This is an optimization exercise on Yosys and OpenROAD, whose aim is small area, a short achievable clock period and few clock cycles per item, not a production implementation.
Function was checked by simulation only, so behaviour that the tests miss may differ from the original.

==> inputs of 01-07 <==
==> flow/design.v <==
package lkvc_pkg;
  localparam int LOOKUP_KEY_W = 16;
  localparam int VALUE_W      = 32;
  localparam int CAP_W        = 5;
  localparam int DEF_ENTRIES  = 16;
  localparam int PADDR_W      = 3;
  localparam int PDATA_W      = 32;
  localparam logic REG_CAPACITY = 1'b0;
  localparam logic [CAP_W-1:0] CAPACITY_RESET = CAP_W'(16);
  localparam logic OP_GET = 1'b0;
  localparam logic OP_SET = 1'b1;
endpackage
module lkvc_ctrl (
  input  logic                            clk,
  input  logic                            rst,
  input  logic                            req_valid,
  output logic                            req_ready,
  input  logic                            op,
  input  logic [lkvc_pkg::LOOKUP_KEY_W-1:0] lookup_key,
  input  logic [lkvc_pkg::VALUE_W-1:0]    store_value,
  output logic                            busy,
  output logic                            process,
  output logic                            q_op,
  output logic [lkvc_pkg::LOOKUP_KEY_W-1:0] q_key,
  output logic [lkvc_pkg::VALUE_W-1:0]    q_value,
  input  logic                            res_found,
  input  logic                            rsp_ready,
  output logic                            rsp_valid,
  output logic                            rsp_found,
  output logic                            rsp_hit_valid   
);
  logic q_valid;
  logic out_free;
  assign busy      = q_valid;
  logic held;       
  assign out_free  = !rsp_valid || rsp_ready;
  assign process   = q_valid && out_free;
  assign req_ready = !held || rsp_ready;
  always_ff @(posedge clk) begin
    if (rst) begin
      q_valid <= 1'b0;
    end else if (req_ready) begin
      q_valid <= req_valid;
    end
  end
  always_ff @(posedge clk) begin
    if (req_ready) begin
      q_op    <= op;
      q_key   <= lookup_key;
      q_value <= store_value;
    end
  end
  always_ff @(posedge clk) begin
    if (rst) begin
      rsp_valid <= 1'b0;
    end else if (process) begin
      rsp_valid <= 1'b1;
    end else if (rsp_ready) begin
      rsp_valid <= 1'b0;
    end
  end
  always_ff @(posedge clk) begin
    if (rst) begin
      held <= 1'b0;
    end else if (req_ready) begin
      held <= req_valid && (process || (rsp_valid && !rsp_ready));
    end else begin
      held <= 1'b1;
    end
  end
  always_ff @(posedge clk) begin
    if (process) begin
      rsp_found <= res_found;
    end
  end
  always_ff @(posedge clk) begin
    if (rst) begin
      rsp_hit_valid <= 1'b0;
    end else if (process) begin
      rsp_hit_valid <= res_found;
    end else if (rsp_ready) begin
      rsp_hit_valid <= 1'b0;
    end
  end
endmodule
module lkvc_datapath #(
  parameter int ENTRIES = lkvc_pkg::DEF_ENTRIES
) (
  input  logic                              clk,
  input  logic                              rst,
  input  logic                              capture,     
  input  logic [lkvc_pkg::LOOKUP_KEY_W-1:0] in_key,      
  input  logic                              busy,        
  input  logic                              process,     
  input  logic [lkvc_pkg::CAP_W-1:0]        next_capacity,  
  input  logic                              op,
  input  logic [lkvc_pkg::LOOKUP_KEY_W-1:0] key,
  input  logic [lkvc_pkg::VALUE_W-1:0]      value,
  output logic                              res_found,
  output logic [lkvc_pkg::VALUE_W-1:0]      mru_value
);
  localparam int KW = lkvc_pkg::LOOKUP_KEY_W;
  localparam int VW = lkvc_pkg::VALUE_W;
  logic [KW-1:0]      key_mem [ENTRIES];
  logic [VW-1:0]      val_mem [ENTRIES];
  logic [ENTRIES-1:0] valid;           
  logic [ENTRIES-1:0] match;           
  logic [ENTRIES-1:0] in_match;        
  logic [ENTRIES-1:0] next_match;      
  logic               in_fwd;          
  logic [ENTRIES-1:0] behind;          
  logic [ENTRIES-1:0] next_behind;
  logic [ENTRIES-1:0] cap_pos;         
  logic [ENTRIES-1:0] fill_shift;      
  logic [ENTRIES-1:0] shift;
  logic [ENTRIES-1:0] upd;             
  logic [ENTRIES-1:0] upd_fwd;         
  logic [ENTRIES-1:0] next_valid;
  logic               ins;
  logic               hit;
  logic               full;            
  logic               is_set;
  logic [VW-1:0]      hit_value;
  assign is_set = (op == lkvc_pkg::OP_SET);
  always_comb begin
    for (int i = 0; i < ENTRIES; i++) begin
      in_match[i] = valid[i] && (key_mem[i] == in_key);
    end
  end
  assign in_fwd = (key == in_key);
  always_comb begin
    next_match[0] = upd_fwd[0] ? in_fwd : in_match[0];
    for (int i = 1; i < ENTRIES; i++) begin
      next_match[i] = upd_fwd[i] ? in_match[i-1] : in_match[i];
    end
  end
  always_comb begin
    next_behind[ENTRIES-1] = next_match[ENTRIES-1];
    for (int i = ENTRIES - 2; i >= 0; i--) begin
      next_behind[i] = next_behind[i+1] | next_match[i];
    end
  end
  always_ff @(posedge clk) begin
    if (capture) begin
      behind <= next_behind;
    end
  end
  assign match = behind & ~{1'b0, behind[ENTRIES-1:1]};
  always_comb begin
    hit_value = '0;
    for (int i = 0; i < ENTRIES; i++) begin
      hit_value = hit_value | ({VW{match[i]}} & val_mem[i]);
    end
  end
  assign hit = behind[0];
  always_comb begin
    for (int i = 0; i < ENTRIES; i++) begin
      cap_pos[i] = (next_capacity == lkvc_pkg::CAP_W'(i + 1)) ||
                   (i == 0 && next_capacity == '0) ||
                   (i == ENTRIES - 1 && next_capacity > lkvc_pkg::CAP_W'(ENTRIES));
    end
  end
  always_ff @(posedge clk) begin
    if (rst) begin
      full <= 1'b0;
    end else begin
      full <= |(next_valid & cap_pos);
    end
  end
  always_comb begin
    fill_shift[0] = 1'b1;
    for (int i = 1; i < ENTRIES; i++) begin
      fill_shift[i] = full ? valid[i] : valid[i-1];
    end
  end
  assign shift = hit ? behind : ({ENTRIES{is_set}} & fill_shift);
  assign upd     = {ENTRIES{process}} & shift;
  assign upd_fwd = {ENTRIES{busy}} & shift;
  always_ff @(posedge clk) begin
    if (upd[0]) begin
      key_mem[0] <= key;
      val_mem[0] <= is_set ? value : hit_value;
    end
    for (int i = 1; i < ENTRIES; i++) begin
      if (upd[i]) begin
        key_mem[i] <= key_mem[i-1];
        val_mem[i] <= val_mem[i-1];
      end
    end
  end
  always_ff @(posedge clk) begin
    if (rst) begin
      valid <= '0;
    end else begin
      valid <= next_valid;
    end
  end
  assign ins        = process && !hit && is_set && !full;
  assign next_valid = ins ? {valid[ENTRIES-2:0], 1'b1} : valid;
  assign res_found = hit && !is_set;
  assign mru_value = val_mem[0];
endmodule
module lru_key_value_cache_unit (
  input  logic                            clk,
  input  logic                            rst,
  input  logic                            req_valid,
  output logic                            req_ready,
  input  logic                            req_op,
  input  logic [lkvc_pkg::LOOKUP_KEY_W-1:0] req_lookup_key,
  input  logic [lkvc_pkg::VALUE_W-1:0]    req_store_value,
  output logic                            rsp_valid,
  input  logic                            rsp_ready,
  output logic                            rsp_found,
  output logic [lkvc_pkg::VALUE_W-1:0]    rsp_read_value,
  input  logic                            psel,
  input  logic                            penable,
  input  logic                            pwrite,
  input  logic [lkvc_pkg::PADDR_W-1:0]    paddr,
  input  logic [lkvc_pkg::PDATA_W-1:0]    pwdata,
  output logic [lkvc_pkg::PDATA_W-1:0]    prdata,
  output logic                            pready
);
  logic [lkvc_pkg::CAP_W-1:0]        capacity;
  logic [lkvc_pkg::CAP_W-1:0]        next_capacity;
  logic                              cap_write;
  logic                              busy;
  logic                              process;
  logic                              q_op;
  logic [lkvc_pkg::LOOKUP_KEY_W-1:0] q_key;
  logic [lkvc_pkg::VALUE_W-1:0]      q_value;
  logic                              res_found;
  logic [lkvc_pkg::VALUE_W-1:0]      mru_value;
  assign cap_write     = psel && penable && pwrite && paddr[2] == lkvc_pkg::REG_CAPACITY;
  assign next_capacity = cap_write ? pwdata[lkvc_pkg::CAP_W-1:0] : capacity;
  always_ff @(posedge clk) begin
    if (rst) begin
      capacity <= lkvc_pkg::CAPACITY_RESET;
    end else begin
      capacity <= next_capacity;
    end
  end
  assign pready = 1'b1;
  assign prdata = (paddr[2] == lkvc_pkg::REG_CAPACITY) ? lkvc_pkg::PDATA_W'(capacity) : '0;
  logic rsp_hit_valid;
  localparam int HALF_W = lkvc_pkg::VALUE_W / 2;
  assign rsp_read_value[HALF_W-1:0] = rsp_found ? mru_value[HALF_W-1:0] : '0;
  assign rsp_read_value[lkvc_pkg::VALUE_W-1:HALF_W] =
      rsp_hit_valid ? mru_value[lkvc_pkg::VALUE_W-1:HALF_W] : '0;
  lkvc_ctrl u_ctrl (
    .clk            (clk),
    .rst            (rst),
    .req_valid      (req_valid),
    .req_ready      (req_ready),
    .op             (req_op),
    .lookup_key     (req_lookup_key),
    .store_value    (req_store_value),
    .busy           (busy),
    .process        (process),
    .q_op           (q_op),
    .q_key          (q_key),
    .q_value        (q_value),
    .res_found      (res_found),
    .rsp_ready      (rsp_ready),
    .rsp_valid      (rsp_valid),
    .rsp_found      (rsp_found),
    .rsp_hit_valid  (rsp_hit_valid)
  );
  lkvc_datapath u_datapath (
    .clk       (clk),
    .rst       (rst),
    .capture   (req_ready),
    .in_key    (req_lookup_key),
    .busy      (busy),
    .process   (process),
    .next_capacity (next_capacity),
    .op        (q_op),
    .key       (q_key),
    .value     (q_value),
    .res_found (res_found),
    .mru_value (mru_value)
  );
endmodule
==> flow/run.sh <==
#!/bin/bash
# synth_recipe.tcl (not shown) runs the flow's synth.tcl, then flattens the netlist and writes it again
# the make line also repeats each setting of config.mk as NAME=value (left out here)
make -C /OpenROAD-flow-scripts/flow DESIGN_CONFIG=/design/flow/config.mk WORK_HOME=/design/flow/orfs CLKGATE_MAP_FILE= SYNTH_SCRIPT=/design/flow/synth_recipe.tcl finish
==> flow/config.mk <==
export PLATFORM = sky130hd
export DESIGN_NAME = lru_key_value_cache_unit
export DESIGN_NICKNAME = lru_key_value_cache_unit
export VERILOG_FILES = /design/flow/design.v
export SDC_FILE = /design/flow/constraint.sdc
export NUM_CORES = 4
export LEC_CHECK = 0
export ABC_CLOCK_PERIOD_IN_PS = 3000
export CAP_MARGIN = 20
export CORE_MARGIN = 2
export CORE_UTILIZATION = 60
export CTS_BUF_LIST = sky130_fd_sc_hd__clkbuf_8
export CTS_CLUSTER_DIAMETER = 50
export CTS_CLUSTER_SIZE = 16
export PLACE_DENSITY = 0.72
export SETUP_SLACK_MARGIN = 3.1
export SLEW_MARGIN = 20
==> flow/constraint.sdc <==
create_clock -name core_clock -period 6.0 [get_ports {clk}]
set_input_delay 1.2000 -clock core_clock [delete_from_list [all_inputs] [get_ports {clk}]]
set_output_delay 1.2000 -clock core_clock [all_outputs]
set_load 0.01 [all_outputs]
==> inputs of 08-18, as changes to 01-07 <==
==> flow/flow/run.sh (new file) <==
#!/bin/bash
# Standard layout, with the clock tree built from small leaf buffers and without dummy loads.
set -euo pipefail
export CTS_ARGS="-sink_clustering_enable -repair_clock_nets -sink_clustering_size 10 -sink_clustering_max_diameter 40 -buf_list {sky130_fd_sc_hd__clkbuf_4 sky130_fd_sc_hd__clkbuf_8} -sink_clustering_buffer sky130_fd_sc_hd__clkbuf_4 -dont_use_dummy_load"
bash standard.sh > standard_make.log 2>&1
==> flow/standard.sh (new file) <==
#!/bin/bash
# synth_recipe.tcl (not shown) runs the flow's synth.tcl, then flattens the netlist and writes it again
# the make line also repeats each setting of config.mk as NAME=value (left out here)
make -C /OpenROAD-flow-scripts/flow DESIGN_CONFIG=/design/flow/config.mk WORK_HOME=/design/flow/orfs CLKGATE_MAP_FILE= SYNTH_SCRIPT=/design/flow/synth_recipe.tcl "${@:-finish}"
--- a/flow/config.mk
+++ b/flow/config.mk
@@ -7,3 +7,2 @@
 export LEC_CHECK = 0
-export ABC_CLOCK_PERIOD_IN_PS = 3000
 export CAP_MARGIN = 20
removed: flow/run.sh
==> run notes <==
Non-clock buffer count: 08-18 is higher than 01-07 (9). Die area is the same in 01-07 and 08-18. In 01-07 the register-to-register slack is worse than in 08-18, by 0.03 ns. Against 01-07, the routed wire length of 08-18 is higher by about 0.45%. In 01-07 the design area is higher than in 08-18, by about 0.45%. 08-18 ran to the end with no violations. 01-07 finished with timing, DRC and antenna clean. Synthesized cell count is the same in 01-07 and 08-18.
Testbench counts of 01-07, summed over its fixed seeds: cycles 9,616, items 9,600.
Testbench counts of 08-18, summed over its fixed seeds: cycles 9,616, items 9,600.

==> what the ideal ports hide <==
How much do the figures lean on ideal ports? The routed layouts below were timed once more, with nothing changed but the port constraints.
Step 1 (the two cells are an assumption about what drives the block):
set clk [get_ports {clk}]
set_driving_cell -lib_cell sky130_fd_sc_hd__clkbuf_16 $clk
set_driving_cell -lib_cell sky130_fd_sc_hd__buf_2 [delete_from_list [all_inputs] $clk]
Step 2 moves the port delays by t, midway between the first and last clock arrival at a register: inputs arrive t later, outputs are due t later. That takes back most of the time a late clock gives input paths.
a / b / c = ideal / step 1 / step 2; a / b = the first two.
| run | t, ns | setup WS [ns] | worst setup path at the end | worst slew at a driven data input, ns | pins driven straight from the clock port |
|---|---|---|---|---|---|
| 01-07 | 0.753 | 2.982 / 2.927 / 2.347 | input to register | 0.04 | 1 |
| 08-18 | 0.737 | 2.917 / 2.882 / 2.415 | input to register | 0.04 | 1 |
After both steps setup and hold are still met in every run listed. The setup slack of 01-07, which loses most, moves by -0.055 ns with the drivers and by -0.635 ns with both steps.
